Source: an optimization exercise on an open RTL-to-GDS flow (aim: small area). Production flows keep margins and buffers that such runs may drop. At most, simulation tests tie the RTL to the original design; equivalence was not proved. No functional check of the RTL was part of runs 1 and 2. The flow treats the clock pin as an ideal source, which a real chip does not have. Power figures rest on the tool's default switching activity, not on a simulated workload.

==> design/flow/design.v <==
package isotp_rx_pkg;
	localparam logic [1:0] OP_ARM   = 2'd0;
	localparam logic [1:0] OP_FRAME = 2'd1;
	localparam logic [1:0] OP_ABORT = 2'd2;
	localparam logic [1:0] KIND_BYTE  = 2'd0;
	localparam logic [1:0] KIND_FLOW  = 2'd1;
	localparam logic [1:0] KIND_ERROR = 2'd2;
	localparam logic [2:0] ERR_SINGLE = 3'd0;
	localparam logic [2:0] ERR_FIRST  = 3'd1;
	localparam logic [2:0] ERR_SEQ    = 3'd2;
	localparam logic [2:0] ERR_SHORT  = 3'd3;
	localparam logic [2:0] ERR_TYPE   = 3'd4;
endpackage
import isotp_rx_pkg::*;
module isotp_receive_reassembler #(
	parameter int MAX_MESSAGE_BYTES = 64
) (
	input  logic       clk,
	input  logic       arst_n,
	input  logic       in_valid,
	output logic       in_ready,
	input  logic [1:0] op,
	input  logic [3:0] dlc,
	input  logic [7:0] byte_0,
	input  logic [7:0] byte_1,
	input  logic [7:0] byte_2,
	input  logic [7:0] byte_3,
	input  logic [7:0] byte_4,
	input  logic [7:0] byte_5,
	input  logic [7:0] byte_6,
	input  logic [7:0] byte_7,
	output logic       out_valid,
	input  logic       out_ready,
	output logic [1:0] kind,
	output logic [7:0] data_byte,
	output logic [5:0] byte_index,
	output logic [6:0] msg_length,
	output logic [2:0] error_code,
	output logic       last
);
	localparam logic [1:0] ST_U = 2'b00;
	localparam logic [1:0] ST_A = 2'b01;
	localparam logic [1:0] ST_M = 2'b11;
	localparam logic [1:0] ST_S = 2'b10;
	localparam logic [2:0] C_FLOW = 3'b110;
	logic [1:0] st_q;
	logic [5:0] w_q;
	logic       ov_q;
	logic [5:0] total_q;    
	logic [3:0] seq_q;
	logic [2:0] c_q;
	logic [7:0] data_q;
	logic [5:0] idx_q;
	logic [7:0] ring [64];
	logic [7:0][7:0] b;
	logic       armed;
	logic       multi;
	logic       strm;
	logic       out_free;
	logic       aligned;
	logic       accept;
	logic [3:0] pci;
	logic [3:0] nib;
	logic [3:0] n;
	logic [11:0] ftot;
	logic [6:0] total;
	logic [6:0] thr;        
	logic [5:0] wfin;       
	logic [2:0] copy;
	logic       cf_final;
	logic       last_shown;
	logic       emit;
	assign b        = {byte_7, byte_6, byte_5, byte_4, byte_3, byte_2, byte_1, byte_0};
	assign armed    = st_q[0];
	assign multi    = (st_q == ST_M);
	assign strm     = (st_q == ST_S);
	assign out_free = !ov_q || out_ready;
	assign aligned  = (w_q == 6'd5);
	assign in_ready = !strm && aligned && out_free;
	assign accept   = in_valid && in_ready;
	assign pci      = byte_0[7:4];
	assign nib      = byte_0[3:0];
	assign n        = dlc[3] ? 4'd8 : dlc;
	assign ftot     = {nib, byte_1};
	assign total    = {total_q == 6'd0, total_q};
	assign thr  = {seq_q, 3'b110} - {3'b0, seq_q};
	assign wfin = thr[5:0] - 6'd1;
	assign cf_final   = (total <= thr);
	assign copy       = cf_final ? (total_q[2:0] + seq_q[2:0] + 3'd1) : 3'd7;
	assign last_shown = ((idx_q + 6'd1) == total_q);
	assign emit       = strm && aligned && out_free && !(ov_q && last_shown);
	logic       wr;         
	logic [2:0] wcnt;       
	logic       start;      
	logic       err;
	logic [2:0] ecode;
	logic       flow;
	always_comb begin
		wr    = 1'b0;
		wcnt  = 3'd7;
		start = 1'b0;
		err   = 1'b0;
		ecode = ERR_TYPE;
		flow  = 1'b0;
		if (op == OP_FRAME && armed && dlc != 4'd0) begin
			case (pci)
				4'h0: begin
					if (nib == 4'd0 || nib > 4'd7 || nib >= n) begin
						err   = 1'b1;
						ecode = ERR_SINGLE;
					end else begin
						wr    = 1'b1;
						start = 1'b1;
					end
				end
				4'h1: begin
					if (!dlc[3]) begin
						err = 1'b1;
					end else if (ftot <= 12'd7 || ftot > 12'd64) begin
						err   = 1'b1;
						ecode = ERR_FIRST;
					end else begin
						wr   = 1'b1;
						flow = 1'b1;
					end
				end
				4'h2: begin
					if (!multi) begin
						err = 1'b1;
					end else if (nib != seq_q) begin
						err   = 1'b1;
						ecode = ERR_SEQ;
					end else if ({1'b0, copy} >= n) begin
						err   = 1'b1;
						ecode = ERR_SHORT;
					end else begin
						wr    = 1'b1;
						wcnt  = copy;
						start = cf_final;
					end
				end
				default: begin
					err = 1'b1;
				end
			endcase
		end
	end
	always_ff @(posedge clk or negedge arst_n) begin
		if (!arst_n) begin
			st_q <= ST_U;
			w_q  <= '0;
			ov_q <= 1'b0;
		end else begin
			if (emit || (err || flow) && accept) begin
				ov_q <= 1'b1;
			end else if (out_ready) begin
				ov_q <= 1'b0;
			end
			if (strm && ov_q && last_shown && out_ready) begin
				st_q <= ST_U;
			end
			if (accept) begin
				if (op == OP_ARM) begin
					st_q <= ST_A;
				end else if (op == OP_ABORT) begin
					st_q <= ST_U;
				end else if (start) begin
					st_q <= ST_S;
				end else if (flow) begin
					st_q <= ST_M;
				end else if (err && ecode == ERR_SEQ) begin
					st_q <= ST_A;
				end
			end
			if (accept && wr) begin
				if (start) begin
					w_q <= (pci == 4'h0) ? 6'd6 : wfin;
				end else begin
					w_q <= 6'd63;
				end
			end else if (!emit) begin
				w_q <= w_q + 6'd1;
			end
		end
	end
	always_ff @(posedge clk) begin
		if (accept && wr) begin
			if (pci == 4'h0) begin
				total_q <= {2'b0, nib};
			end else if (flow) begin
				total_q <= ftot[5:0];
				seq_q   <= 4'd1;
			end else begin
				seq_q   <= seq_q + 4'd1;
			end
		end
	end
	always_ff @(posedge clk) begin
		if (accept && (err || flow)) begin
			c_q <= flow ? C_FLOW : ecode;
		end
		if (emit) begin
			data_q <= ring[5];
		end
		if (emit) begin
			idx_q <= idx_q + 6'd1;
		end else if (accept && start) begin
			idx_q <= 6'd63;
		end
	end
	always_ff @(posedge clk) begin
		for (int k = 0; k < 64; k++) begin
			if (k < 7 && accept && wr && k + wcnt >= 7) begin
				ring[k] <= b[(7 - k) % 8];
			end else begin
				ring[k] <= ring[(k + 63) % 64];
			end
		end
	end
	assign out_valid  = ov_q;
	assign kind       = strm ? KIND_BYTE : ((c_q[2:1] == 2'b11) ? KIND_FLOW : KIND_ERROR);
	assign data_byte  = strm ? data_q : 8'd0;
	assign byte_index = strm ? idx_q : 6'd0;
	assign msg_length = strm ? total : 7'd0;
	assign error_code = (strm || c_q[2:1] == 2'b11) ? 3'd0 : c_q;
	assign last       = !strm || last_shown;
endmodule
==> design/flow/run.sh <==
#!/bin/bash
# synth_recipe.tcl (not shown) runs the flow's synth.tcl, then flattens the netlist and writes it again
# the make line also repeats each setting of config.mk as NAME=value (left out here)
make -C /OpenROAD-flow-scripts/flow DESIGN_CONFIG=/design/flow/config.mk WORK_HOME=/design/flow/orfs CLKGATE_MAP_FILE= SYNTH_SCRIPT=/design/flow/synth_recipe.tcl finish
==> design/flow/config.mk <==
export PLATFORM = sky130hd
export DESIGN_NAME = isotp_receive_reassembler
export DESIGN_NICKNAME = isotp_receive_reassembler
export VERILOG_FILES = /design/flow/design.v
export SDC_FILE = /design/flow/constraint.sdc
export NUM_CORES = 4
export LEC_CHECK = 0
export CAP_MARGIN = 20
export CORE_MARGIN = 2
export CORE_UTILIZATION = 40
export CTS_BUF_LIST = sky130_fd_sc_hd__clkbuf_4
export CTS_CLUSTER_DIAMETER = 50
export CTS_CLUSTER_SIZE = 12
export SLEW_MARGIN = 20
==> design/flow/constraint.sdc <==
create_clock -name core_clock -period 7.0 [get_ports {clk}]
set_input_delay 1.4000 -clock core_clock [delete_from_list [all_inputs] [get_ports {clk}]]
set_output_delay 1.4000 -clock core_clock [all_outputs]
set_load 0.01 [all_outputs]
==> results.txt, run 1 <==
highest clock rate 160 MHz; Synth Instances 897; die footprint 36700 µm²; initial antenna violation count 2; share of the cycle needed by the critical path after routing roughly 89%; synthesis-to-layout area growth 14.7%; largest cells by area after synthesis sky130_fd_sc_hd__dfxtp_1 73%, sky130_fd_sc_hd__edfxtp_1 5.8%, sky130_fd_sc_hd__mux2_2 2.8%; count of flip-flops with a built-in enable after synthesis 27; number of unique standard cell types used by synthesis between 60 and 70; via count of the routed design around 6600; number of register bits inferred by synthesis between 500 and 600; post-synthesis net count approximately 1000; share of cells above drive strength 1 between 10% and 20%; share of the yosys chip area belonging to registers 80.1%; final setup TNS 0 ns; Setup WS pre-CTS between 0.8 and 0.9 ns; hold_ws 0.301 ns; number of antenna-violating nets in the routed design 0; overflow left after global routing 0; number of detailed-routing iterations run before antenna repair 6; DR DRC count 0; Post-CTS Setup Bufs 0; CTS clock-pin slew for the worst setup and hold paths 0.12 ns; arithmetic-cell share of the synthesized area counting full adders, half adders and majority gates about 2.3%; global-route wire length before repair about 34000 µm; number of cells on the worst reg-to-reg path 19; deepest level of the CTS H-tree 2; largest net degree at the start of global routing 26; headroom to the max-slew limit 35.3%; chip height between 150 and 200 µm; Leakage Power 6.38 nW; clock network latency to the later pin of the worst-skew pair 0.71 ns; data arrival time of the critical path a little under 7 ns; Simple-Gate Fraction of Synth Area 6.73%; critical path peak fanout 10; register-to-register path setup slack 0.75 ns; largest family of logic cells by synthesized area simple AND/OR/NAND/NOR gates; post-route minimum period around 6.2 ns; TritonCTS Sinks 548; std cell rows 68; io pins 103; via count of the first global-routing pass 6426; Worst Max-Slew Pin Slew 0.963 ns; WP buf/inv 1; initial core utilization 40.7%; number of hold-slack violations in the final timing report 0; sum of routed wire length over all layers around 22000 µm; Critical Path Slowest Stage Cell sky130_fd_sc_hd__edfxtp_1; Synth Area in XOR/XNOR 2.09%; endpoint of the worst setup timing path ring[2][6]; Max clock buf depth 3; overall track demand over capacity in global routing roughly an eighth; hold-fix buffers at CTS 0; max cap viols 0; RSZ-0062 raised after global routing false; mean instance size in the synthesized netlist 15.7 µm²; data required time of the critical path approximately 7.6 ns; multiplexer share of the synthesized area 4.98%; CORE AREA 34600 µm²; critical path type reg -> reg; instance count on the critical path 19; Crit Reg-Reg Startpoint seq_q[0]; Final nets about 1100; Root Buffer Master sky130_fd_sc_hd__clkbuf_4; Largest stage delay, worst path about 0.57 ns; Post-Synthesis Cell Area about 14000 µm²; class of the most critical hold timing path reg -> reg; post-synthesis compound-gate area fraction under 10%; count of buffers from port buffering 102; Finish-stage setup viols 0; run status finished clean; Final Slew Violations 0; final weighted congestion in routability-driven placement 0.837; Post-synth top flop sky130_fd_sc_hd__dfxtp_1; number of DRC violations after detailed-routing iteration 0 ~260; cells along the critical path ha_1 > nor4_1 > nor2_1 > ha_1 > o21a_1 > o22ai_1 > a31oi_1 > buf_4 > or2_2 > ha_1 > a211oi_1 > o211ai_4 > or2_1 > or3_1 > ha_1 > or4b_1 > nor3_1 > o21a_1 > mux2_2; crit start category flip-flop; Worst IR Drop VDD 0.143 mV; proportion of register bits with asynchronous set or reset after synthesis 1.64%; fraction of synthesized cell area taken by the top area cell type 72.8%; routed wirelength normalized by instance count around 14 µm; yosys warns 51; Fill cells around 3000; r2r endpoint ring[2][6]; CTS-repair resized insts 0; Worst Setup End Kind flip-flop; worst clock skew approximately 0.055 ns; Worst path most repeated cell sky130_fd_sc_hd__ha_1; post-route setup slack between 0.7 and 0.8 ns; total power per unit cell area roughly 280 nW/µm²; dominant delay contributor by cell family on the critical path simple AND/OR/NAND/NOR gates; number of cells traversed by the worst hold path 0; Worst setup startpoint seq_q[0]; clock tree from TritonCTS built; drt via density 4.36; Yosys top cell by area sky130_fd_sc_hd__dfxtp_1; Chip Width 192 µm; core utilization of the finished layout a little under half; number of buffers created by CTS 52; post-DP HPWL 14700 µm
## worst register-to-register path, cell delays in order, from the launching register on
cell and delay [ns]:
sky130_fd_sc_hd__edfxtp_1 0.57, sky130_fd_sc_hd__ha_1 0.42, sky130_fd_sc_hd__nor4_1 0.35, sky130_fd_sc_hd__nor2_1 0.13, sky130_fd_sc_hd__ha_1 0.33, sky130_fd_sc_hd__o21a_1 0.20
sky130_fd_sc_hd__o22ai_1 0.13, sky130_fd_sc_hd__a31oi_1 0.06, sky130_fd_sc_hd__buf_4 0.18, sky130_fd_sc_hd__or2_2 0.29, sky130_fd_sc_hd__ha_1 0.30, sky130_fd_sc_hd__a211oi_1 0.53
sky130_fd_sc_hd__o211ai_4 0.24, sky130_fd_sc_hd__or2_1 0.30, sky130_fd_sc_hd__or3_1 0.35, sky130_fd_sc_hd__ha_1 0.29, sky130_fd_sc_hd__or4b_1 0.43, sky130_fd_sc_hd__nor3_1 0.15
sky130_fd_sc_hd__o21a_1 0.52, sky130_fd_sc_hd__mux2_2 0.41
## state kept, by name, indices dropped and copies added (netlist names)
register  flops
seq_q         4
data_q        8
ring        512
w_q           6
ov_q          1
total_q       6
idx_q         6
st_q          2
c_q           3
## through the flow
stage	area [µm²]	instances	total power, mW
detailed placement	15600	1446	3.28
finish	16200	1512	4.53
CTS	16200	1511	4.61
global placement	15600	1446	3.28
floorplan	14100	897	3.23
global route	16200	1512	4.73
## Yosys cell counts, types with 9 or more instances
library cell,count
sky130_fd_sc_hd__and2_1,25
sky130_fd_sc_hd__dfrtp_1,9
sky130_fd_sc_hd__dfxtp_1,512
sky130_fd_sc_hd__edfxtp_1,27
sky130_fd_sc_hd__ha_1,24
sky130_fd_sc_hd__inv_1,14
sky130_fd_sc_hd__mux2_2,35
sky130_fd_sc_hd__mux2_4,16
sky130_fd_sc_hd__nand2_1,37
sky130_fd_sc_hd__nand3_1,13
sky130_fd_sc_hd__nor2_1,15
sky130_fd_sc_hd__nor3_1,12
sky130_fd_sc_hd__xnor2_1,17
sky130_fd_sc_hd__xor2_1,14
## worst min path at each step
stage | from | endpoint | slack [ns]
after global placement | ring[13][7] | ring[14][7] | 0.31
after detailed placement | ring[9][6] | ring[10][6] | 0.31
after CTS | ring[22][4] | ring[23][4] | 0.29
final | ring[37][4] | ring[38][4] | 0.30
after global routing | ring[23][7] | ring[24][7] | 0.30
after floorplan | ring[9][0] | ring[10][0] | 0.31
## power breakdown
group | switching (mW) | total (mW) | internal, mW
registers | 0.0000000000876 | 3.14 | 3.14
clock network | 0.860 | 1.32 | 0.457
logic | 0.0301 | 0.0742 | 0.0441
## cell families (layout without fill, tap and decap cells)
family,after synthesis,after routing
other,0,1
AND/OR/NAND/NOR,157,157
AO/OA/AOI/OAI,53,53
multiplexers,57,57
adder cells (fa/ha/maj),25,25
flip-flops,548,548
XOR/XNOR,32,32
buffers and inverters,25,184
## final cells by class
class | count | area [µm²] | share of cell area [%]
tap | 455 | 569 | 3.52
antenna | 1 | 2.50 | 0.0155
multi-input combinational | 324 | 2680 | 16.6
timing repair buffer | 105 | 1040 | 6.46
sequential | 548 | 11300 | 69.9
clock inverter | 8 | 92.6 | 0.573
inverter | 14 | 52.6 | 0.325
clock buffer | 57 | 428 | 2.65
## layout by cell type, fill, tap and decap left out, types with 3 or more instances in the layout
master | netlist | final
sky130_fd_sc_hd__dfxtp_1 | 512 | 512
sky130_fd_sc_hd__clkdlybuf4s50_1 | 0 | 102
sky130_fd_sc_hd__clkbuf_4 | 0 | 57
sky130_fd_sc_hd__nand2_1 | 37 | 37
sky130_fd_sc_hd__mux2_2 | 35 | 35
sky130_fd_sc_hd__edfxtp_1 | 27 | 27
sky130_fd_sc_hd__and2_1 | 25 | 25
sky130_fd_sc_hd__ha_1 | 24 | 24
sky130_fd_sc_hd__xnor2_1 | 17 | 17
sky130_fd_sc_hd__mux2_4 | 16 | 16
sky130_fd_sc_hd__nor2_1 | 15 | 15
sky130_fd_sc_hd__inv_1 | 14 | 14
sky130_fd_sc_hd__xor2_1 | 14 | 14
sky130_fd_sc_hd__nand3_1 | 13 | 13
sky130_fd_sc_hd__nor3_1 | 12 | 12
sky130_fd_sc_hd__dfrtp_1 | 9 | 9
sky130_fd_sc_hd__a21oi_1 | 7 | 7
sky130_fd_sc_hd__o21ai_0 | 7 | 7
sky130_fd_sc_hd__nor2b_1 | 6 | 6
sky130_fd_sc_hd__nand2b_1 | 6 | 6
sky130_fd_sc_hd__nor4_1 | 5 | 5
sky130_fd_sc_hd__or3_1 | 5 | 5
sky130_fd_sc_hd__mux2_1 | 5 | 5
sky130_fd_sc_hd__a211oi_1 | 4 | 4
sky130_fd_sc_hd__nand4b_1 | 4 | 4
sky130_fd_sc_hd__o21a_1 | 4 | 4
sky130_fd_sc_hd__nand3b_1 | 4 | 4
sky130_fd_sc_hd__a21o_1 | 3 | 3
sky130_fd_sc_hd__a31oi_1 | 4 | 3
sky130_fd_sc_hd__nor4_4 | 3 | 3
sky130_fd_sc_hd__o211ai_1 | 3 | 3
sky130_fd_sc_hd__or4b_1 | 3 | 3
sky130_fd_sc_hd__buf_4 | 0 | 3
## metal layers
layer	up-vias	global-route usage, %	share of wire, %
li1	3287	-	-
met1	3115	18.3	55
met2	152	16.1	38
met3	42	2.91	5.3
met4	0	3.96	2.1
met5	-	0	0
==> run 2, diff against run 1 <==
--- a/design/flow/config.mk
+++ b/design/flow/config.mk
@@ -8,7 +8,7 @@
 export CAP_MARGIN = 20
 export CORE_MARGIN = 2
 export CORE_UTILIZATION = 40
-export CTS_BUF_LIST = sky130_fd_sc_hd__clkbuf_4
-export CTS_CLUSTER_DIAMETER = 50
-export CTS_CLUSTER_SIZE = 12
+export CTS_BUF_LIST = sky130_fd_sc_hd__clkbuf_8
+export CTS_CLUSTER_DIAMETER = 60
+export CTS_CLUSTER_SIZE = 20
 export SLEW_MARGIN = 20
==> run 2 against run 1 <==
Design area up 0.53%. Die area did not move. Critical path depth unchanged. Utilization is 0.25 points higher. Hold slack better by 0.013 ns. Critical path type unchanged. Clock-buffer cell count down 20. Flip-flop and latch count did not move. Synthesized cell count stayed put. Global-route usage fell by 0.18 points. Setup slack worse by 0.021 ns. Power increased by 1.8%. Sequential power barely moved.
==> results.txt, run 2 <==
overall track demand over capacity in global routing 11.7% (was 11.9%); critical path type reg -> reg (unchanged); hold_ws 0.313 ns (was 0.301 ns); Root Buffer Master sky130_fd_sc_hd__clkbuf_8 (was sky130_fd_sc_hd__clkbuf_4); number of cells on the worst reg-to-reg path 19 (unchanged); initial core utilization 40.7% (unchanged); hold-fix buffers at CTS 0 (unchanged); WP buf/inv 1 (unchanged); routed wirelength normalized by instance count 14.2 µm (was 14.3 µm); largest register by flop count ring (unchanged); Largest stage delay, worst path 0.56 ns (was 0.57 ns); post-route minimum period 6.27 ns (was 6.25 ns); DR DRC count 0 (unchanged); area of the multi-input gates 2680 µm² (unchanged); CTS clock-pin slew for the worst setup and hold paths 0.11 ns (was 0.12 ns); flip-flop count of the largest register, all copies and words added 512 (unchanged); Final Slew Violations 0 (unchanged); r2r endpoint ring[2][0] (was ring[2][6]); Post-CTS Setup Bufs 0 (unchanged); Worst path most repeated cell sky130_fd_sc_hd__ha_1 (unchanged); largest cells by area after synthesis sky130_fd_sc_hd__dfxtp_1 73%, sky130_fd_sc_hd__edfxtp_1 5.8%, sky130_fd_sc_hd__mux2_2 2.8% (unchanged); number of DRC violations after detailed-routing iteration 0 270 (was 257); number of buffers created by CTS 35 (was 52); total power per unit cell area 284 nW/µm² (was 280 nW/µm²); CORE AREA 34600 µm² (unchanged); clock tree from TritonCTS built (unchanged); run status finished clean (unchanged); Storage cell area 11300 µm² (unchanged); Worst Setup End Kind flip-flop (unchanged); Finish-stage setup viols 0 (unchanged); via count of the first global-routing pass 6278 (was 6426); number of cells traversed by the worst hold path 0 (unchanged); sum of routed wire length over all layers 21300 µm (was 21700 µm); worst clock skew 0.0230 ns (was 0.0552 ns); io pins 103 (unchanged); final setup TNS 0 ns (unchanged); number of antenna-violating nets in the routed design 0 (unchanged); fraction of synthesized cell area taken by the top area cell type 72.8% (unchanged); dominant delay contributor by cell family on the critical path simple AND/OR/NAND/NOR gates (unchanged); TritonCTS Sinks 548 (unchanged); post-DP HPWL 14700 µm (unchanged); Fill cells 2975 (was 2994); share of the yosys chip area belonging to registers 80.1% (unchanged); Critical Path Slowest Stage Cell sky130_fd_sc_hd__edfxtp_1 (unchanged); share of the cycle needed by the critical path after routing 89.5% (was 89.2%); highest clock rate 160 MHz (about the same); Synth Instances 897 (unchanged); Chip Width 192 µm (unchanged); overflow left after global routing 0 (unchanged); synthesis-to-layout area growth 15.3% (was 14.7%); yosys warns 51 (unchanged); data arrival time of the critical path 6.72 ns (was 6.84 ns); deepest level of the CTS H-tree 2 (unchanged); die footprint 36700 µm² (unchanged); final weighted congestion in routability-driven placement 0.837 (unchanged); chip height 192 µm (unchanged); leading registers by flop count ring (512), data_q (8) (unchanged); library cell with the highest instance count after synthesis sky130_fd_sc_hd__dfxtp_1 (unchanged); Yosys top cell by area sky130_fd_sc_hd__dfxtp_1 (unchanged); Leakage Power 6.40 nW (was 6.38 nW); proportion of register bits with asynchronous set or reset after synthesis 1.64% (unchanged); arithmetic-cell share of the synthesized area counting full adders, half adders and majority gates 2.27% (unchanged); headroom to the max-slew limit 33.2% (was 35.3%); Post-Synthesis Cell Area 14100 µm² (unchanged); Crit Reg-Reg Startpoint seq_q[0] (unchanged); data required time of the critical path 7.45 ns (was 7.59 ns); RSZ-0062 raised after global routing false (unchanged); register-to-register path setup slack 0.73 ns (was 0.75 ns); share of cells above drive strength 1 11.2% (was 13.0%); count of buffers from port buffering 102 (unchanged); list of most frequent post-synthesis cells 512 x sky130_fd_sc_hd__dfxtp_1, 37 x sky130_fd_sc_hd__nand2_1, 35 x sky130_fd_sc_hd__mux2_2 (unchanged); critical path peak fanout 10 (unchanged); Min-Delay Startpoint ring[6][6] (was ring[37][4]); via count of the routed design 6497 (was 6596); cells along the critical path ha_1 > nor4_1 > nor2_1 > ha_1 > o21a_1 > o22ai_1 > a31oi_1 > buf_4 > or2_2 > ha_1 > a211oi_1 > o211ai_4 > or2_1 > or3_1 > ha_1 > or4b_1 > nor3_1 > o21a_1 > mux2_2 (unchanged); Max clock buf depth 3 (unchanged); largest family of logic cells by synthesized area simple AND/OR/NAND/NOR gates (unchanged); class of the most critical hold timing path reg -> reg (unchanged); worst hold path endpoint ring[7][6] (was ring[38][4]); post-synthesis net count 996 (unchanged); count of flip-flops with a built-in enable after synthesis 27 (unchanged); multiplexer share of the synthesized area 4.98% (unchanged); initial antenna violation count 1 (was 2); number of detailed-routing iterations run before antenna repair 4 (was 6); Simple-Gate Fraction of Synth Area 6.73% (unchanged); post-synthesis compound-gate area fraction 2.88% (unchanged); Final nets 1127 (was 1144); crit start category flip-flop (unchanged); global-route wire length before repair 33400 µm (was 34000 µm); max cap viols 0 (unchanged); commonest non-fill, non-tap cell in the layout sky130_fd_sc_hd__dfxtp_1 (unchanged); Worst Max-Slew Pin Slew 0.994 ns (was 0.963 ns); most frequent cells in the layout 512 x sky130_fd_sc_hd__dfxtp_1, 102 x sky130_fd_sc_hd__clkdlybuf4s50_1, 37 x sky130_fd_sc_hd__nand2_1, 37 x sky130_fd_sc_hd__clkbuf_8, 35 x sky130_fd_sc_hd__mux2_2 (was 512 x sky130_fd_sc_hd__dfxtp_1, 102 x sky130_fd_sc_hd__clkdlybuf4s50_1, 57 x sky130_fd_sc_hd__clkbuf_4); drt via density 4.34 (was 4.36); mean instance size in the synthesized netlist 15.7 µm² (unchanged); Post-synth top flop sky130_fd_sc_hd__dfxtp_1 (unchanged); number of hold-slack violations in the final timing report 0 (unchanged); number of register bits inferred by synthesis 548 (unchanged); number of unique standard cell types used by synthesis 66 (unchanged); Synth Area in XOR/XNOR 2.09% (unchanged); Worst IR Drop VDD 0.183 mV (was 0.143 mV); std cell rows 68 (unchanged); CTS-repair resized insts 0 (unchanged); clock network latency to the later pin of the worst-skew pair 0.56 ns (was 0.71 ns); largest net degree at the start of global routing 26 (unchanged)
-- run 2: layer usage --
metal  wire, µm  global-route usage, %
met4        429                   3.91
met5          0                      0
met2       7980                   15.8
met1      11500                   18.1
met3       1400                   2.67
-- run 2: cells by family after synthesis --
kind of cell    after synthesis
simple gates                157
flops                       548
fa+ha+maj                    25
buf+inv                      25
compound gates               53
mux                          57
xor+xnor                     32
-- run 2: worst register-to-register path, cell delays in order, from the launching register on --
cell                       delay (ns)
sky130_fd_sc_hd__edfxtp_1        0.56
sky130_fd_sc_hd__ha_1            0.42
sky130_fd_sc_hd__nor4_1          0.35
sky130_fd_sc_hd__nor2_1          0.13
sky130_fd_sc_hd__ha_1            0.33
sky130_fd_sc_hd__o21a_1          0.20
sky130_fd_sc_hd__o22ai_1         0.13
sky130_fd_sc_hd__a31oi_1         0.06
sky130_fd_sc_hd__buf_4           0.18
sky130_fd_sc_hd__or2_2           0.29
sky130_fd_sc_hd__ha_1            0.30
sky130_fd_sc_hd__a211oi_1        0.55
sky130_fd_sc_hd__o211ai_4        0.24
sky130_fd_sc_hd__or2_1           0.30
sky130_fd_sc_hd__or3_1           0.35
sky130_fd_sc_hd__ha_1            0.29
sky130_fd_sc_hd__or4b_1          0.43
sky130_fd_sc_hd__nor3_1          0.15
sky130_fd_sc_hd__o21a_1          0.51
sky130_fd_sc_hd__mux2_2          0.41
-- run 2: power breakdown --
part | switching, mW | internal (mW) | total (mW)
Sequential | 0.0000000000888 | 3.14 | 3.14
Combinational | 0.0296 | 0.0441 | 0.0737
Clock | 0.890 | 0.508 | 1.40
-- run 2: cell type report --
| cell class | instances | share of cell area [%] |
|---|---|---|
| flip-flops and latches | 548 | 69.5 |
| clock buffers | 37 | 3.14 |
| multi-input cells | 324 | 16.5 |
| clock inverters | 11 | 0.578 |
| diodes | 2 | 0.0308 |
| inverters | 14 | 0.324 |
| repair buffers | 105 | 6.43 |
| well taps | 455 | 3.51 |
-- run 2: stage by stage --
| stage | std cells | utilization [%] | setup slack [ns] | instance area [µm²] | total power, mW |
|---|---|---|---|---|---|
| 6_report | 1496 | 46.9 | 0.732 | 16200 | 4.61 |
| 3_5_place_dp | 1446 | 45.1 | 0.818 | 15600 | 3.28 |
| 5_1_grt | 1494 | 46.9 | 0.417 | 16200 | 4.80 |
| 4_1_cts | 1494 | 46.9 | 0.792 | 16200 | 4.68 |
| 2_1_floorplan | 897 | - | 1.49 | 14100 | 3.23 |
| 3_3_place_gp | 1446 | 45.1 | 0.992 | 15600 | 3.28 |
-- run 2: worst max-delay path by stage --
| stage | from | end | slack (ns) | cells past startpoint |
|---|---|---|---|---|
| 6_report | seq_q[0] | ring[2][0] | 0.73 | 19 |
| 5_1_grt | seq_q[0] | ring[2][1] | 0.42 | 19 |
| 4_1_cts | seq_q[0] | ring[2][0] | 0.79 | 19 |
| 3_5_place_dp | seq_q[0] | ring[2][0] | 0.82 | 19 |
| 3_3_place_gp | seq_q[0] | ring[2][1] | 0.99 | 19 |
| 2_1_floorplan | seq_q[3] | ring[2][0] | 1.49 | 21 |
==> run 3, diff against run 2 <==
--- a/design/flow/design.v
+++ b/design/flow/design.v
@@ -47,10 +47,10 @@
 	logic [5:0] w_q;
 	logic       ov_q;
 	logic [5:0] total_q;    
-	logic [3:0] seq_q;
+	logic [5:0] cnt_q;
+	logic [5:0] cnt_inc;
 	logic [2:0] c_q;
 	logic [7:0] data_q;
-	logic [5:0] idx_q;
 	logic [7:0] ring [64];
 	logic [7:0][7:0] b;
 	logic       armed;
@@ -64,8 +64,7 @@
 	logic [3:0] n;
 	logic [11:0] ftot;
 	logic [6:0] total;
-	logic [6:0] thr;        
-	logic [5:0] wfin;       
+	logic [5:0] have;       
 	logic [2:0] copy;
 	logic       cf_final;
 	logic       last_shown;
@@ -83,21 +82,21 @@
 	assign n        = dlc[3] ? 4'd8 : dlc;
 	assign ftot     = {nib, byte_1};
 	assign total    = {total_q == 6'd0, total_q};
-	assign thr  = {seq_q, 3'b110} - {3'b0, seq_q};
-	assign wfin = thr[5:0] - 6'd1;
-	assign cf_final   = (total <= thr);
-	assign copy       = cf_final ? (total_q[2:0] + seq_q[2:0] + 3'd1) : 3'd7;
-	assign last_shown = ((idx_q + 6'd1) == total_q);
+	assign cnt_inc = cnt_q + 6'd1;
+	assign have = {cnt_q[2:0], 3'b000} + ~{2'b0, cnt_q[3:0]};
+	assign cf_final   = (total_q[5:3] == 3'd0);
+	assign copy       = cf_final ? total_q[2:0] : 3'd7;
+	assign last_shown = (cnt_inc == total_q);
 	assign emit       = strm && aligned && out_free && !(ov_q && last_shown);
 	logic       wr;         
-	logic [2:0] wcnt;       
+	logic       wlow;       
 	logic       start;      
 	logic       err;
 	logic [2:0] ecode;
 	logic       flow;
 	always_comb begin
 		wr    = 1'b0;
-		wcnt  = 3'd7;
+		wlow  = 1'b1;
 		start = 1'b0;
 		err   = 1'b0;
 		ecode = ERR_TYPE;
@@ -127,7 +126,7 @@
 				4'h2: begin
 					if (!multi) begin
 						err = 1'b1;
-					end else if (nib != seq_q) begin
+					end else if (nib != cnt_q[3:0]) begin
 						err   = 1'b1;
 						ecode = ERR_SEQ;
 					end else if ({1'b0, copy} >= n) begin
@@ -135,7 +134,7 @@
 						ecode = ERR_SHORT;
 					end else begin
 						wr    = 1'b1;
-						wcnt  = copy;
+						wlow  = (cnt_q[3:0] != 4'd9);
 						start = cf_final;
 					end
 				end
@@ -174,7 +173,7 @@
 			end
 			if (accept && wr) begin
 				if (start) begin
-					w_q <= (pci == 4'h0) ? 6'd6 : wfin;
+					w_q <= (pci == 4'h0) ? 6'd6 : (have + 6'd6);
 				end else begin
 					w_q <= 6'd63;
 				end
@@ -188,11 +187,19 @@
 			if (pci == 4'h0) begin
 				total_q <= {2'b0, nib};
 			end else if (flow) begin
-				total_q <= ftot[5:0];
-				seq_q   <= 4'd1;
+				total_q <= ftot[5:0] - 6'd6;
+			end else if (start) begin
+				total_q <= total_q + have;
 			end else begin
-				seq_q   <= seq_q + 4'd1;
-			end
+				total_q <= total_q - 6'd7;
+			end
+		end
+		if (accept && start) begin
+			cnt_q <= 6'd63;
+		end else if (accept && flow) begin
+			cnt_q <= 6'd1;
+		end else if (accept && wr || emit) begin
+			cnt_q <= cnt_inc;
 		end
 	end
 	always_ff @(posedge clk) begin
@@ -202,15 +209,10 @@
 		if (emit) begin
 			data_q <= ring[5];
 		end
-		if (emit) begin
-			idx_q <= idx_q + 6'd1;
-		end else if (accept && start) begin
-			idx_q <= 6'd63;
-		end
 	end
 	always_ff @(posedge clk) begin
 		for (int k = 0; k < 64; k++) begin
-			if (k < 7 && accept && wr && k + wcnt >= 7) begin
+			if (k < 7 && accept && wr && (k >= 5 || wlow)) begin
 				ring[k] <= b[(7 - k) % 8];
 			end else begin
 				ring[k] <= ring[(k + 63) % 64];
@@ -220,7 +222,7 @@
 	assign out_valid  = ov_q;
 	assign kind       = strm ? KIND_BYTE : ((c_q[2:1] == 2'b11) ? KIND_FLOW : KIND_ERROR);
 	assign data_byte  = strm ? data_q : 8'd0;
-	assign byte_index = strm ? idx_q : 6'd0;
+	assign byte_index = strm ? cnt_q : 6'd0;
 	assign msg_length = strm ? total : 7'd0;
 	assign error_code = (strm || c_q[2:1] == 2'b11) ? 3'd0 : c_q;
 	assign last       = !strm || last_shown;
==> run 3 against run 2 <==
Utilization shrank 0.11 points. Clock-buffer cell count down 1. Global-route usage increased by 0.054 points. Synthesized cell count down 2.1%. Die area fell by 3.4%. Sequential power is essentially flat. Setup slack improved by 1.5 ns. Critical endpoint is now total_q[5]. Largest power group unchanged. Highest routed layer unchanged.
==> results.txt, run 3 <==
total power per unit cell area 304 nW/µm² (was 284 nW/µm²); TritonCTS Sinks 544 (was 548); max cap viols 0 (unchanged); highest clock rate 212 MHz (was 160 MHz); number of cells on the worst reg-to-reg path 15 (was 19); Post-synth top flop sky130_fd_sc_hd__dfxtp_1 (unchanged); data required time of the critical path 7.29 ns (was 7.45 ns); arithmetic-cell share of the synthesized area counting full adders, half adders and majority gates 2.08% (was 2.27%); Post-Synthesis Cell Area 13600 µm² (was 14100 µm²); number of buffers created by CTS 34 (was 35); yosys warns 51 (unchanged); largest register by flop count ring (unchanged); Final nets 1099 (was 1127); Worst IR Drop VDD 0.217 mV (was 0.183 mV); headroom to the max-slew limit 41.4% (was 33.2%); flip-flop count of the largest register, all copies and words added 512 (unchanged); clock tree from TritonCTS built (unchanged); Final Slew Violations 0 (unchanged); RSZ-0062 raised after global routing false (unchanged); overall track demand over capacity in global routing 11.7% (about the same); worst clock skew 0.0178 ns (was 0.0230 ns); core utilization of the finished layout 46.8% (was 46.9%); Worst setup startpoint dlc[0] (was seq_q[0]); number of hold-slack violations in the final timing report 0 (unchanged); global-route wire length before repair 33200 µm (was 33400 µm); number of detailed-routing iterations run before antenna repair 4 (unchanged); count of buffers from port buffering 102 (unchanged); Fill cells 2961 (was 2975); fraction of synthesized cell area taken by the top area cell type 76.3% (was 72.8%); share of the cycle needed by the critical path after routing 67.5% (was 89.5%); met2 WL post-DR 8140 µm (was 7980 µm); chip height 188 µm (was 192 µm); Synth Area in XOR/XNOR 1.85% (was 2.09%); initial antenna violation count 0 (was 1); mean instance size in the synthesized netlist 15.5 µm² (was 15.7 µm²); post-DP HPWL 13800 µm (was 14700 µm); largest net degree at the start of global routing 29 (was 26); via count of the routed design 6306 (was 6497); largest family of logic cells by synthesized area simple AND/OR/NAND/NOR gates (unchanged); sum of routed wire length over all layers 20700 µm (was 21300 µm); initial core utilization 40.5% (was 40.7%); met3 wirelength from detailed routing 1210 µm (was 1400 µm); largest cells by area after synthesis sky130_fd_sc_hd__dfxtp_1 76%, sky130_fd_sc_hd__mux2_2 4.7%, sky130_fd_sc_hd__edfxtp_1 3.8% (was sky130_fd_sc_hd__dfxtp_1 73%, sky130_fd_sc_hd__edfxtp_1 5.8%, sky130_fd_sc_hd__mux2_2 2.8%); post-route minimum period 4.73 ns (was 6.27 ns); list of most frequent post-synthesis cells 518 x sky130_fd_sc_hd__dfxtp_1, 57 x sky130_fd_sc_hd__mux2_2, 28 x sky130_fd_sc_hd__nand2_1 (was 512 x sky130_fd_sc_hd__dfxtp_1, 37 x sky130_fd_sc_hd__nand2_1, 35 x sky130_fd_sc_hd__mux2_2); Yosys top cell by area sky130_fd_sc_hd__dfxtp_1 (unchanged); commonest non-fill, non-tap cell in the layout sky130_fd_sc_hd__dfxtp_1 (unchanged); Worst Max-Slew Pin Slew 0.871 ns (was 0.994 ns); final weighted congestion in routability-driven placement 0.840 (was 0.837); multiplexer share of the synthesized area 4.87% (was 4.98%); clock network latency to the later pin of the worst-skew pair 0.55 ns (was 0.56 ns); crit start category primary input (was flip-flop); hold-fix buffers at CTS 0 (unchanged); deepest level of the CTS H-tree 2 (unchanged); leading registers by flop count ring (512), data_q (8) (unchanged); via count of the first global-routing pass 6298 (was 6278); Max clock buf depth 3 (unchanged); number of DRC violations after detailed-routing iteration 0 297 (was 270); Simple-Gate Fraction of Synth Area 5.46% (was 6.73%); count of flip-flops with a built-in enable after synthesis 17 (was 27); class of the most critical hold timing path reg -> reg (unchanged); Worst Setup End Kind flip-flop (unchanged); post-synthesis compound-gate area fraction 3.17% (was 2.88%); proportion of register bits with asynchronous set or reset after synthesis 1.65% (was 1.64%); synthesis-to-layout area growth 15.4% (was 15.3%); data arrival time of the critical path 5.02 ns (was 6.72 ns); CTS clock-pin slew for the worst setup and hold paths 0.11 ns (about the same); Chip Width 188 µm (was 192 µm); endpoint of the worst setup timing path total_q[5] (was ring[2][0]); share of the yosys chip area belonging to registers 81.7% (was 80.1%); run status finished clean (unchanged); final setup TNS 0 ns (unchanged); CTS-repair resized insts 0 (unchanged); critical path type in -> reg (was reg -> reg); Root Buffer Master sky130_fd_sc_hd__clkbuf_8 (unchanged); drt via density 4.32 (was 4.34); number of antenna cells inserted 0 (was 2); number of unique standard cell types used by synthesis 59 (was 66); most frequent cells in the layout 518 x sky130_fd_sc_hd__dfxtp_1, 102 x sky130_fd_sc_hd__clkdlybuf4s50_1, 57 x sky130_fd_sc_hd__mux2_2 (was 512 x sky130_fd_sc_hd__dfxtp_1, 102 x sky130_fd_sc_hd__clkdlybuf4s50_1, 37 x sky130_fd_sc_hd__nand2_1, 37 x sky130_fd_sc_hd__clkbuf_8, 35 x sky130_fd_sc_hd__mux2_2); DR DRC count 0 (unchanged); critical path peak fanout 5 (was 10); number of register bits inferred by synthesis 544 (was 548); r2r endpoint total_q[5] (was ring[2][0]); library cell with the highest instance count after synthesis sky130_fd_sc_hd__dfxtp_1 (unchanged); uppermost signal routing layer after detailed routing met4 (unchanged); CORE AREA 33500 µm² (was 34600 µm²); number of antenna-violating nets in the routed design 0 (unchanged); Post-CTS Setup Bufs 0 (unchanged); register-to-register path setup slack 2.85 ns (was 0.73 ns); Leakage Power 6.29 nW (was 6.40 nW); std cell rows 67 (was 68); Crit Reg-Reg Startpoint total_q[3] (was seq_q[0]); post-synthesis net count 974 (was 996); die footprint 35500 µm² (was 36700 µm²); Synth Instances 878 (was 897); Finish-stage setup viols 0 (unchanged); routed wirelength normalized by instance count 14.2 µm (about the same); overflow left after global routing 0 (unchanged); io pins 103 (unchanged); Met1 Routed Length 11000 µm (was 11500 µm); share of cells above drive strength 1 10.7% (was 11.2%)
## run 3: cell count changes in the layout (fill, tap and decap cells not counted), sizes merged, moves of 5 or more
cell	change
nand2	-9
and3	+23
edfxtp	-10
inv	-7
and2	-23
a21oi	+9
o21ai	+10
dfxtp	+6
o311ai	+5
xnor2	-5
## run 3: layout make-up
type / instances / area, µm² / share of cell area (%)
clock buffer: 36 / 495 / 3.16
inverter: 11 / 41.3 / 0.263
multi-input combinational: 308 / 2370 / 15.1
timing repair buffer: 104 / 1050 / 6.68
sequential: 544 / 11100 / 70.8
clock inverter: 8 / 63.8 / 0.407
tap: 448 / 561 / 3.57
## run 3: cells by family after synthesis
logic type | count (synthesis)
flops | 544
fa+ha+maj | 22
mux | 59
compound gates | 66
simple gates | 134
buf+inv | 26
xor+xnor | 27
## run 3: metrics by stage
| stage | setup slack [ns] | cells | area (µm²) | total power [mW] | hold slack [ns] |
|---|---|---|---|---|---|
| CTS | 2.33 | 1459 | 15700 | 4.83 | 0.324 |
| floorplan | 2.67 | 878 | 13600 | 3.36 | 0.310 |
| global placement | 1.83 | 1414 | 15100 | 3.49 | 0.311 |
| finish | 2.27 | 1459 | 15700 | 4.77 | 0.326 |
| detailed placement | 1.74 | 1415 | 15100 | 3.49 | 0.312 |
| global route | 1.96 | 1459 | 15700 | 4.98 | 0.331 |
## run 3: critical path: stages
cell and delay (ns):
sky130_fd_sc_hd__clkdlybuf4s50_1 0.48, sky130_fd_sc_hd__nor2b_1 0.22, sky130_fd_sc_hd__ha_1 0.26, sky130_fd_sc_hd__nand2b_1 0.14, sky130_fd_sc_hd__a211oi_1 0.34, sky130_fd_sc_hd__o21ai_0 0.24, sky130_fd_sc_hd__o22ai_1 0.44, sky130_fd_sc_hd__nand2_1 0.17
sky130_fd_sc_hd__ha_1 0.25, sky130_fd_sc_hd__a21o_1 0.18, sky130_fd_sc_hd__a21oi_1 0.21, sky130_fd_sc_hd__o21bai_1 0.09, sky130_fd_sc_hd__a21oi_1 0.17, sky130_fd_sc_hd__xor2_1 0.21, sky130_fd_sc_hd__xnor2_1 0.15, sky130_fd_sc_hd__a21oi_1 0.08
## run 3: worst min-delay path by stage
stage	startpoint	to	slack, ns	cells after the start
finish	ring[24][7]	ring[25][7]	0.33	0
global route	ring[36][6]	ring[37][6]	0.33	0
floorplan	ring[9][0]	ring[10][0]	0.31	0
detailed placement	ring[15][1]	ring[16][1]	0.31	0
global placement	ring[60][6]	ring[61][6]	0.31	0
CTS	ring[30][5]	ring[31][5]	0.32	0
## run 3: layer usage
layer | global-route usage [%] | up-vias
met1 | 18.0 | 2950
met2 | 16.5 | 148
met4 | 3.37 | 0
li1 | - | 3174
met5 | 0 | -
met3 | 2.70 | 34
## run 3: report_power, final
| part | switching, mW | internal [mW] | total, mW |
|---|---|---|---|
| registers | 0.0326 | 3.13 | 3.16 |
| clock network | 0.869 | 0.484 | 1.35 |
| logic | 0.116 | 0.135 | 0.251 |
==> run 4, diff against run 3 <==
==> design/flow/flow/run.sh (new file) <==
#!/bin/bash
# Standard ORFS layout with smaller port buffers and a lighter clock tree.
set -euo pipefail
here=$(pwd)
export BUFFER_PORTS_ARGS="-buffer_cell sky130_fd_sc_hd__buf_1"
export CTS_ARGS="-sink_clustering_enable -repair_clock_nets -sink_clustering_size 40 -sink_clustering_max_diameter 80 -buf_list sky130_fd_sc_hd__clkbuf_16 -dont_use_dummy_load"
if [[ -f flow/post_cts.tcl ]]; then export POST_CTS_TCL=$here/flow/post_cts.tcl; fi
bash standard.sh > standard.log 2>&1
==> design/flow/flow/post_cts.tcl (new file) <==
# recover area: downsize cells on paths with slack to spare
repair_timing -recover_power 100 -verbose
==> design/flow/standard.sh (new file) <==
#!/bin/bash
# synth_recipe.tcl (not shown) runs the flow's synth.tcl, then flattens the netlist and writes it again
# the make line also repeats each setting of config.mk as NAME=value (left out here)
make -C /OpenROAD-flow-scripts/flow DESIGN_CONFIG=/design/flow/config.mk WORK_HOME=/design/flow/orfs CLKGATE_MAP_FILE= SYNTH_SCRIPT=/design/flow/synth_recipe.tcl "${@:-finish}"
--- a/design/flow/config.mk
+++ b/design/flow/config.mk
@@ -8,7 +8,4 @@
 export CAP_MARGIN = 20
 export CORE_MARGIN = 2
 export CORE_UTILIZATION = 40
-export CTS_BUF_LIST = sky130_fd_sc_hd__clkbuf_8
-export CTS_CLUSTER_DIAMETER = 60
-export CTS_CLUSTER_SIZE = 20
 export SLEW_MARGIN = 20
removed: design/flow/run.sh
==> run 4 against run 3 <==
Setup slack better by 0.27 ns. Clock skew is 0.037 ns higher. Combinational power is 19% lower. Via count is 1.0% lower. Fmax is 6.0% higher. Synthesized cell count stayed put. Clock-buffer cell count is 18 lower. Non-clock buffer count is 1 lower. Critical path type unchanged.
==> results.txt, run 4 <==
Worst Max-Slew Pin Slew 0.912 ns (was 0.871 ns); largest cells by area after synthesis sky130_fd_sc_hd__dfxtp_1 76%, sky130_fd_sc_hd__mux2_2 4.7%, sky130_fd_sc_hd__edfxtp_1 3.8% (unchanged); Yosys top cell by area sky130_fd_sc_hd__dfxtp_1 (unchanged); list of most frequent post-synthesis cells 518 x sky130_fd_sc_hd__dfxtp_1, 57 x sky130_fd_sc_hd__mux2_2, 28 x sky130_fd_sc_hd__nand2_1 (unchanged); library cell with the highest instance count after synthesis sky130_fd_sc_hd__dfxtp_1 (unchanged); global-route wire length before repair 31900 µm (was 33200 µm); overflow left after global routing 0 (unchanged); data arrival time of the critical path 4.69 ns (was 5.02 ns); max cap viols 0 (unchanged); RSZ-0062 raised after global routing false (unchanged); crit start category primary input (unchanged); Critical Path Slowest Stage Cell sky130_fd_sc_hd__o22ai_1 (was sky130_fd_sc_hd__clkdlybuf4s50_1); Storage cell area 11100 µm² (unchanged); overall track demand over capacity in global routing 11.2% (was 11.7%); CTS clock-pin slew for the worst setup and hold paths 0.13 ns (was 0.11 ns); run status finished clean (unchanged); clock tree from TritonCTS built (unchanged); number of DRC violations after detailed-routing iteration 0 319 (was 297); count of flip-flops with a built-in enable after synthesis 17 (unchanged); count of buffers from port buffering 102 (unchanged); class of the most critical hold timing path reg -> reg (unchanged); Finish-stage setup viols 0 (unchanged); std cell rows 67 (unchanged); area of the multi-input gates 2370 µm² (about the same); clock network latency to the later pin of the worst-skew pair 0.53 ns (was 0.55 ns); post-route setup slack 2.54 ns (was 2.27 ns); number of hold-slack violations in the final timing report 0 (unchanged); yosys warns 51 (unchanged); Worst path most repeated cell sky130_fd_sc_hd__a21oi_1 (unchanged); worst clock skew 0.0550 ns (was 0.0178 ns); hold_ws 0.286 ns (was 0.326 ns); Synth Instances 878 (unchanged); number of antenna cells inserted 0 (unchanged); share of cells above drive strength 1 7.72% (was 10.7%); post-DP HPWL 13500 µm (was 13800 µm); headroom to the max-slew limit 39.2% (was 41.4%); largest net degree at the start of global routing 41 (was 29); final weighted congestion in routability-driven placement 0.844 (was 0.840); synthesis-to-layout area growth 9.72% (was 15.4%); post-synthesis net count 974 (unchanged); most frequent cells in the layout 518 x sky130_fd_sc_hd__dfxtp_1, 101 x sky130_fd_sc_hd__buf_1, 52 x sky130_fd_sc_hd__mux2_2 (was 518 x sky130_fd_sc_hd__dfxtp_1, 102 x sky130_fd_sc_hd__clkdlybuf4s50_1, 57 x sky130_fd_sc_hd__mux2_2); final setup TNS 0 ns (unchanged); initial core utilization 40.5% (unchanged); fraction of synthesized cell area taken by the top area cell type 76.3% (unchanged); proportion of register bits with asynchronous set or reset after synthesis 1.65% (unchanged); sum of routed wire length over all layers 19900 µm (was 20700 µm); share of the yosys chip area belonging to registers 81.7% (unchanged); dominant delay contributor by cell family on the critical path compound AO/OA/AOI/OAI gates (unchanged); commonest non-fill, non-tap cell in the layout sky130_fd_sc_hd__dfxtp_1 (unchanged); critical path peak fanout 5 (unchanged); placed inst area 14500 µm² (was 15100 µm²); total power per unit cell area 311 nW/µm² (was 304 nW/µm²); cells along the critical path buf_1 > nor2b_1 > ha_1 > nand2b_1 > a211oi_1 > o21ai_0 > o22ai_1 > nand2_1 > ha_1 > a21o_1 > a21oi_1 > o21bai_1 > a21oi_1 > xor2_1 > xnor2_1 > a21oi_1 (was clkdlybuf4s50_1 > nor2b_1 > ha_1 > nand2b_1 > a211oi_1 > o21ai_0 > o22ai_1 > nand2_1 > ha_1 > a21o_1 > a21oi_1 > o21bai_1 > a21oi_1 > xor2_1 > xnor2_1 > a21oi_1); routed wirelength normalized by instance count 13.9 µm (was 14.2 µm); post-route minimum period 4.46 ns (was 4.73 ns); Setup WS pre-CTS 2.16 ns (was 1.74 ns); die footprint 35500 µm² (unchanged); final cell count without fillers 1432 (was 1459); data required time of the critical path 7.23 ns (was 7.29 ns); largest register by flop count ring (unchanged); number of antenna-violating nets in the routed design 0 (unchanged); initial antenna violation count 1 (was 0); highest clock rate 224 MHz (was 212 MHz); Final Slew Violations 0 (unchanged); Largest stage delay, worst path 0.46 ns (was 0.48 ns); WP buf/inv 1 (unchanged); leading registers by flop count ring (512), data_q (8) (unchanged); Worst Setup End Kind flip-flop (unchanged); critical path type in -> reg (unchanged); via count of the first global-routing pass 6002 (was 6298); flip-flop count of the largest register, all copies and words added 512 (unchanged); final standard cell area without fillers 14900 µm² (was 15700 µm²); via count of the routed design 6241 (was 6306); placed cells 1414 (was 1415); share of the cycle needed by the critical path after routing 63.7% (was 67.5%); Chip Width 188 µm (unchanged); Worst IR Drop VDD 0.219 mV (was 0.217 mV); mean instance size in the synthesized netlist 15.5 µm² (unchanged); Leakage Power 5.93 nW (was 6.29 nW); core utilization of the finished layout 44.5% (was 46.8%); Post-Synthesis Cell Area 13600 µm² (unchanged); TritonCTS Sinks 544 (unchanged); chip height 188 µm (unchanged); number of detailed-routing iterations run before antenna repair 4 (unchanged); CORE AREA 33500 µm² (unchanged); total power consumption of the routed design 4.64 mW (was 4.77 mW); Fill cells 3083 (was 2961); io pins 103 (unchanged); Final nets 1082 (was 1099); drt via density 4.36 (was 4.32); number of register bits inferred by synthesis 544 (unchanged); number of unique standard cell types used by synthesis 59 (unchanged); DR DRC count 0 (unchanged); Post-synth top flop sky130_fd_sc_hd__dfxtp_1 (unchanged)
==> run 4: cell count changes in the layout (fill, tap and decap cells not counted), sizes merged <==
cell / delta
buf: +99
clkbuf: -16
clkdlybuf4s50: -102
clkinv: -2
clkinvlp: -1
inv: -5
==> run 4: kinds of logic after synthesis <==
group / share of synthesized area (%)
DFF: 81.7
buffers and inverters: 0.847
xor gates and xnor gates: 1.85
and+or+nand+nor: 5.46
AOI/OAI and AO/OA: 3.17
adders and majority gates: 2.08
muxes: 4.87
==> run 4: power by group <==
part           internal (mW)  switching (mW)  total (mW)
combinational         0.0854           0.117       0.203
clock                  0.470           0.803        1.27
sequential              3.13          0.0337        3.17
==> run 4: final timing paths <==
path | from | endpoint | slack, ns | depth (start not counted)
max | dlc[0] | total_q[5] | 2.54 | 16
min | ring[7][5] | ring[8][5] | 0.29 | 0
max reg2reg | total_q[3] | total_q[5] | 2.75 | 15
min reg2reg | ring[7][5] | ring[8][5] | 0.29 | 0
max in group asynchronous | arst_n | st_q[0] | 5.78 | 1
min in group asynchronous | arst_n | w_q[2] | 0.80 | 1
==> run 4: area by class of cell <==
type	count	area share, %
flip-flops and latches	544	74.5
clock buffers	18	3.02
multi-input cells	308	15.9
well taps	448	3.76
repair buffers	103	2.59
inverters	11	0.277
==> run 4: routing by layer <==
layer / vias up / GRT usage (%) / wire (µm)
li1: 3119 / - / -
met1: 2961 / 17.5 / 10600
met2: 134 / 16.0 / 7760
met3: 27 / 2.09 / 1070
met4: 0 / 2.64 / 420
met5: - / 0 / 0
==> run 4: worst register-to-register path, delay by kind of cell (launching register included) <==
kind,cells,cell delay [ns]
compound gates,8,1.82
simple gates,3,0.77
fa+ha+maj,2,0.55
flops,1,0.51
xor+xnor,2,0.33
==> run 5, diff against run 4 <==
==> design/flow/flow/run.sh (replaced) <==
#!/bin/bash
# Standard ORFS layout with smaller port buffers and a lighter clock tree.
set -euo pipefail
here=$(pwd)
export BUFFER_PORTS_ARGS="-buffer_cell sky130_fd_sc_hd__buf_1"
export CTS_ARGS="-sink_clustering_enable -repair_clock_nets -sink_clustering_size 30 -sink_clustering_max_diameter 60 -buf_list {sky130_fd_sc_hd__clkbuf_8 sky130_fd_sc_hd__clkbuf_16} -dont_use_dummy_load"
if [[ -f flow/post_cts.tcl ]]; then export POST_CTS_TCL=$here/flow/post_cts.tcl; fi
bash standard.sh > standard.log 2>&1
==> run 5 against run 4 <==
Still clean. Critical path depth stayed put. Clock-buffer cell count is 10 higher. Design area is 1.7% higher. Synthesized area stayed put. Critical path type unchanged.
==> results.txt, run 5 <==
run status finished clean (unchanged); post-synthesis compound-gate area fraction 3.17% (unchanged); hold_ws 0.304 ns (was 0.286 ns); flip-flop count of the largest register, all copies and words added 512 (unchanged); Final Slew Violations 0 (unchanged); number of hold-slack violations in the final timing report 0 (unchanged); initial antenna violation count 1 (unchanged); Synth Area in XOR/XNOR 1.85% (unchanged); Leakage Power 6.05 nW (was 5.93 nW); total power per unit cell area 325 nW/µm² (was 311 nW/µm²); sum of routed wire length over all layers 20200 µm (was 19900 µm); die footprint 35500 µm² (unchanged); Chip Width 188 µm (unchanged); number of register bits inferred by synthesis 544 (unchanged); Worst IR Drop VDD 0.168 mV (was 0.219 mV); clock network latency to the later pin of the worst-skew pair 0.56 ns (was 0.53 ns); proportion of register bits with asynchronous set or reset after synthesis 1.65% (unchanged); Post-synth top flop sky130_fd_sc_hd__dfxtp_1 (unchanged); Final nets 1092 (was 1082); global-route wire length before repair 32400 µm (was 31900 µm); headroom to the max-slew limit 34.3% (was 39.2%); number of unique standard cell types used by synthesis 59 (unchanged); std cell rows 67 (unchanged); number of DRC violations after detailed-routing iteration 0 290 (was 319); share of the yosys chip area belonging to registers 81.7% (unchanged); final setup TNS 0 ns (unchanged); routed wirelength normalized by instance count 14.0 µm (was 13.9 µm); largest register by flop count ring (unchanged); yosys warns 51 (unchanged); post-synthesis net count 974 (unchanged); Synth Instances 878 (unchanged); count of flip-flops with a built-in enable after synthesis 17 (unchanged); via count of the routed design 6377 (was 6241); share of cells above drive strength 1 8.65% (was 7.72%); synthesis-to-layout area growth 11.6% (was 9.72%); clock tree from TritonCTS built (unchanged); leading registers by flop count ring (512), data_q (8) (unchanged); highest clock rate 224 MHz (about the same); fraction of synthesized cell area taken by the top area cell type 76.3% (unchanged); largest family of logic cells by synthesized area simple AND/OR/NAND/NOR gates (unchanged); initial core utilization 40.5% (unchanged); worst clock skew 0.0461 ns (was 0.0550 ns); Fill cells 3067 (was 3083); share of the cycle needed by the critical path after routing 63.7% (about the same); mean instance size in the synthesized netlist 15.5 µm² (unchanged); data arrival time of the critical path 4.71 ns (was 4.69 ns); Storage cell area 11100 µm² (unchanged); overall track demand over capacity in global routing 11.4% (was 11.2%); io pins 103 (unchanged); TritonCTS Sinks 544 (unchanged); Simple-Gate Fraction of Synth Area 5.46% (unchanged); Worst Setup End Kind flip-flop (unchanged); multiplexer share of the synthesized area 4.87% (unchanged); max cap viols 0 (unchanged); CTS clock-pin slew for the worst setup and hold paths 0.10 ns (was 0.13 ns); class of the most critical hold timing path reg -> reg (unchanged); overflow left after global routing 0 (unchanged); chip height 188 µm (unchanged); DR DRC count 0 (unchanged); area of the multi-input gates 2370 µm² (unchanged); number of antenna-violating nets in the routed design 0 (unchanged); post-route minimum period 4.46 ns (about the same); largest net degree at the start of global routing 41 (unchanged); most frequent cells in the layout 518 x sky130_fd_sc_hd__dfxtp_1, 101 x sky130_fd_sc_hd__buf_1, 52 x sky130_fd_sc_hd__mux2_2 (unchanged); via count of the first global-routing pass 6108 (was 6002); library cell with the highest instance count after synthesis sky130_fd_sc_hd__dfxtp_1 (unchanged); count of buffers from port buffering 102 (unchanged); number of cells traversed by the worst hold path 0 (unchanged); arithmetic-cell share of the synthesized area counting full adders, half adders and majority gates 2.08% (unchanged); post-DP HPWL 13500 µm (unchanged); critical path type in -> reg (unchanged); number of cells on the worst reg-to-reg path 15 (unchanged); final weighted congestion in routability-driven placement 0.844 (unchanged); drt via density 4.42 (was 4.36); crit start category primary input (unchanged); CORE AREA 33500 µm² (unchanged); critical path peak fanout 5 (unchanged); RSZ-0062 raised after global routing false (unchanged); Worst Max-Slew Pin Slew 0.986 ns (was 0.912 ns); Post-Synthesis Cell Area 13600 µm² (unchanged); Finish-stage setup viols 0 (unchanged); number of detailed-routing iterations run before antenna repair 5 (was 4); Yosys top cell by area sky130_fd_sc_hd__dfxtp_1 (unchanged); list of most frequent post-synthesis cells 518 x sky130_fd_sc_hd__dfxtp_1, 57 x sky130_fd_sc_hd__mux2_2, 28 x sky130_fd_sc_hd__nand2_1 (unchanged); data required time of the critical path 7.25 ns (was 7.23 ns); largest cells by area after synthesis sky130_fd_sc_hd__dfxtp_1 76%, sky130_fd_sc_hd__mux2_2 4.7%, sky130_fd_sc_hd__edfxtp_1 3.8% (unchanged); commonest non-fill, non-tap cell in the layout sky130_fd_sc_hd__dfxtp_1 (unchanged)
==> run 5: cell counts after synthesis <==
Identical to the previous run, type by type.
==> run 5: logic make-up after synthesis <==
| logic type | after synthesis |
|---|---|
| AOI/OAI and AO/OA | 66 |
| xor gates and xnor gates | 27 |
| adders and majority gates | 22 |
| buffers and inverters | 26 |
| DFF | 544 |
| muxes | 59 |
| and+or+nand+nor | 134 |
==> run 5: final cells by class <==
class / instances / share of cell area (%)
Multi-Input combinational cell: 308 / 15.6
Inverter: 11 / 0.272
Clock buffer: 28 / 4.62
Tap cell: 448 / 3.70
Sequential cell: 544 / 73.2
Antenna cell: 1 / 0.0165
Timing Repair Buffer: 103 / 2.55
==> run 5: critical path: stages <==
cell	delay, ns
sky130_fd_sc_hd__buf_1	0.09
sky130_fd_sc_hd__nor2b_1	0.21
sky130_fd_sc_hd__ha_1	0.26
sky130_fd_sc_hd__nand2b_1	0.14
sky130_fd_sc_hd__a211oi_1	0.35
sky130_fd_sc_hd__o21ai_0	0.29
sky130_fd_sc_hd__o22ai_1	0.48
sky130_fd_sc_hd__nand2_1	0.17
sky130_fd_sc_hd__ha_1	0.25
sky130_fd_sc_hd__a21o_1	0.18
sky130_fd_sc_hd__a21oi_1	0.21
sky130_fd_sc_hd__o21bai_1	0.08
sky130_fd_sc_hd__a21oi_1	0.17
sky130_fd_sc_hd__xor2_1	0.19
sky130_fd_sc_hd__xnor2_1	0.14
sky130_fd_sc_hd__a21oi_1	0.08
==> run 5: path summary, 6_finish.rpt <==
| check | from | to | slack (ns) |
|---|---|---|---|
| setup / recovery | dlc[0] | total_q[5] | 2.54 |
| max in group asynchronous | arst_n | w_q[5] | 5.82 |
| setup reg to reg | total_q[3] | total_q[5] | 2.73 |
| min in group asynchronous | arst_n | w_q[2] | 0.78 |
| hold reg to reg | ring[17][0] | ring[18][0] | 0.30 |
| hold / removal | ring[17][0] | ring[18][0] | 0.30 |
==> run 5: per-layer routing <==
layer	track usage (%)	wire length (µm)
met2	16.2	7800
met5	0	0
met1	17.5	10700
met3	2.25	1130
met4	3.55	618
==> run 5: power breakdown <==
| group | switching [mW] | internal [mW] | leakage, nW |
|---|---|---|---|
| Combinational | 0.117 | 0.0854 | 1.26 |
| Sequential | 0.0333 | 3.13 | 4.45 |
| Clock | 0.857 | 0.710 | 0.345 |
| Total | 1.01 | 3.93 | 6.05 |
==> run 5: stage by stage <==
stage	setup WS [ns]	instances	total power, mW	util, %	area [µm²]
after global routing	2.26	1442	5.14	45.2	15200
after detailed placement	2.16	1414	3.44	43.2	14500
after global placement	2.20	1414	3.44	43.2	14500
after floorplan	2.67	878	3.36	-	13600
final	2.54	1443	4.93	45.2	15200
==> run 6, diff against run 5 <==
==> design/flow/flow/run.sh (replaced) <==
#!/bin/bash
# Standard ORFS layout with smaller port buffers and a lighter clock tree.
set -euo pipefail
here=$(pwd)
export BUFFER_PORTS_ARGS="-buffer_cell sky130_fd_sc_hd__buf_1"
export CTS_ARGS="-sink_clustering_enable -repair_clock_nets -sink_clustering_size 20 -sink_clustering_max_diameter 60 -buf_list sky130_fd_sc_hd__clkbuf_8 -dont_use_dummy_load"
if [[ -f flow/post_cts.tcl ]]; then export POST_CTS_TCL=$here/flow/post_cts.tcl; fi
bash standard.sh > standard.log 2>&1
==> run 6 against run 5 <==
Non-clock buffer count is the same. Clock power shrank 19%. Via count is essentially flat. Critical path type unchanged.
==> results.txt, run 6 <==
WP buf/inv 1 (unchanged); number of detailed-routing iterations run before antenna repair 5 (unchanged); data arrival time of the critical path 4.69 ns (was 4.71 ns); post-DP HPWL 13500 µm (unchanged); class of the most critical hold timing path reg -> reg (unchanged); initial antenna violation count 1 (unchanged); chip height 188 µm (unchanged); highest clock rate 225 MHz (was 224 MHz); placed cells 1414 (unchanged); Leakage Power 5.95 nW (was 6.05 nW); run status finished clean (unchanged); share of the yosys chip area belonging to registers 81.7% (unchanged); proportion of register bits with asynchronous set or reset after synthesis 1.65% (unchanged); Worst IR Drop VDD 0.157 mV (was 0.168 mV); initial core utilization 40.5% (unchanged); Chip Width 188 µm (unchanged); synthesis-to-layout area growth 9.87% (was 11.6%); number of unique standard cell types used by synthesis 59 (unchanged); crit start category primary input (unchanged); library cell with the highest instance count after synthesis sky130_fd_sc_hd__dfxtp_1 (unchanged); CTS clock-pin slew for the worst setup and hold paths 0.11 ns (was 0.10 ns); yosys warns 51 (unchanged); clock tree from TritonCTS built (unchanged); cells along the critical path buf_1 > nor2b_1 > ha_1 > nand2b_1 > a211oi_1 > o21ai_0 > o22ai_1 > nand2_1 > ha_1 > a21o_1 > a21oi_1 > o21bai_1 > a21oi_1 > xor2_1 > xnor2_1 > a21oi_1 (unchanged); share of the cycle needed by the critical path after routing 63.5% (was 63.7%); RSZ-0062 raised after global routing false (unchanged); Final nets 1098 (was 1092); Critical Path Slowest Stage Cell sky130_fd_sc_hd__o22ai_1 (unchanged); Fill cells 3094 (was 3067); mean instance size in the synthesized netlist 15.5 µm² (unchanged); endpoint of the worst setup timing path total_q[5] (unchanged); critical path type in -> reg (unchanged); number of cells on the worst reg-to-reg path 15 (unchanged); DR DRC count 0 (unchanged); critical path peak fanout 5 (unchanged); largest cells by area after synthesis sky130_fd_sc_hd__dfxtp_1 76%, sky130_fd_sc_hd__mux2_2 4.7%, sky130_fd_sc_hd__edfxtp_1 3.8% (unchanged); Yosys top cell by area sky130_fd_sc_hd__dfxtp_1 (unchanged); dominant delay contributor by cell family on the critical path compound AO/OA/AOI/OAI gates (unchanged); number of antenna-violating nets in the routed design 0 (unchanged); Finish-stage setup viols 0 (unchanged); drt via density 4.40 (was 4.42); post-route minimum period 4.45 ns (was 4.46 ns); Post-Synthesis Cell Area 13600 µm² (unchanged); number of DRC violations after detailed-routing iteration 0 302 (was 290); Worst setup startpoint dlc[0] (unchanged); Largest stage delay, worst path 0.47 ns (was 0.48 ns); via count of the routed design 6380 (was 6377); final setup TNS 0 ns (unchanged); sum of routed wire length over all layers 20200 µm (about the same)
run 6: stage by stage:
step | worst slack [ns] | cell area, µm² | hold WS, ns | total power, mW
floorplan | 2.67 | 13600 | 0.310 | 3.36
global placement | 2.20 | 14500 | 0.310 | 3.44
detailed placement | 2.16 | 14500 | 0.312 | 3.44
global route | 2.26 | 14900 | 0.293 | 4.85
finish | 2.55 | 14900 | 0.293 | 4.64
run 6: layout make-up:
cell class                 count  area [µm²]  area share (%)
sequential                   544       11100            74.4
inverter                      11        41.3           0.277
tap                          448         561            3.75
multi-input combinational    308        2370            15.8
antenna                        1        2.50          0.0168
timing repair buffer         103         387            2.59
clock buffer                  34         468            3.13
run 6: kinds of logic (layout without fill, tap and decap cells):
| group | count (synthesis) | after routing | share of synthesized area (%) |
|---|---|---|---|
| flops | 544 | 544 | 81.7 |
| simple gates | 134 | 134 | 5.46 |
| compound gates | 66 | 66 | 3.17 |
| mux | 59 | 59 | 4.87 |
| xor+xnor | 27 | 27 | 1.85 |
| buf+inv | 26 | 148 | 0.847 |
| fa+ha+maj | 22 | 22 | 2.08 |
| other cells | 0 | 1 | 0 |
run 6: worst min-delay path by stage:
stage	slack, ns	from	cells after the start	end
floorplan	0.31	ring[9][0]	0	ring[10][0]
global placement	0.31	ring[61][4]	0	ring[62][4]
detailed placement	0.31	ring[14][0]	0	ring[15][0]
global route	0.29	ring[44][5]	0	ring[45][5]
finish	0.29	ring[44][5]	0	ring[45][5]
run 6: per-layer routing:
| metal | part of all wire [%] | vias up | track usage (%) |
|---|---|---|---|
| li1 | - | 3151 | - |
| met1 | 53 | 3022 | 17.8 |
| met2 | 38 | 171 | 16.0 |
| met3 | 6.3 | 36 | 2.72 |
| met4 | 2.3 | 0 | 3.85 |
| met5 | 0 | - | 0 |
run 6: where the power goes:
group          total [mW]  internal [mW]  switching [mW]
clock                1.27          0.442           0.829
combinational       0.202         0.0854           0.117
sequential           3.16           3.13          0.0338
total                4.64           3.66           0.979
run 6: worst reg2reg max path: cells and delay by family, from the launching register on:
kind | cells | cell delay, ns
fa+ha+maj | 2 | 0.55
flops | 1 | 0.51
simple gates | 3 | 0.77
compound gates | 8 | 1.83
xor+xnor | 2 | 0.33

-- re-timing with driven ports --
No port has a modelled driver above. Below, the same layouts with a new extraction and two added sets of constraints.
Step 1 sets driving cells, clkbuf_16 on the clock port and buf_2 on the other inputs (assumed; they add their load-dependent delay and slew).
Step 2 moves the port delays by t, midway between the first and last clock arrival at a register: inputs arrive t later, outputs are due t later. That takes back most of the time a late clock gives input paths.
Three values: ideal ports, drivers, drivers and shift; two values: the first two.
| run | t (ns) | slack for setup (ns) | slew at the worst register clock pin (ns) |
|---|---|---|---|
| run 1 | 0.725 | 0.753 / 0.753 / 0.753 | 0.12 / 0.12 |
| run 2 | 0.593 | 0.732 / 0.732 / 0.732 | 0.12 / 0.12 |
| run 3 | 0.583 | 2.272 / 2.276 / 1.709 | 0.11 / 0.11 |
| run 4 | 0.551 | 2.540 / 2.565 / 2.014 | 0.13 / 0.13 |
| run 5 | 0.587 | 2.542 / 2.569 / 1.982 | 0.10 / 0.10 |
| run 6 | 0.571 | 2.555 / 2.578 / 2.007 | 0.11 / 0.11 |
After both steps setup and hold are still met in every run listed. For run 3, which loses most, drivers alone change the setup slack by +0.004 ns; drivers and shift together by -0.563 ns.
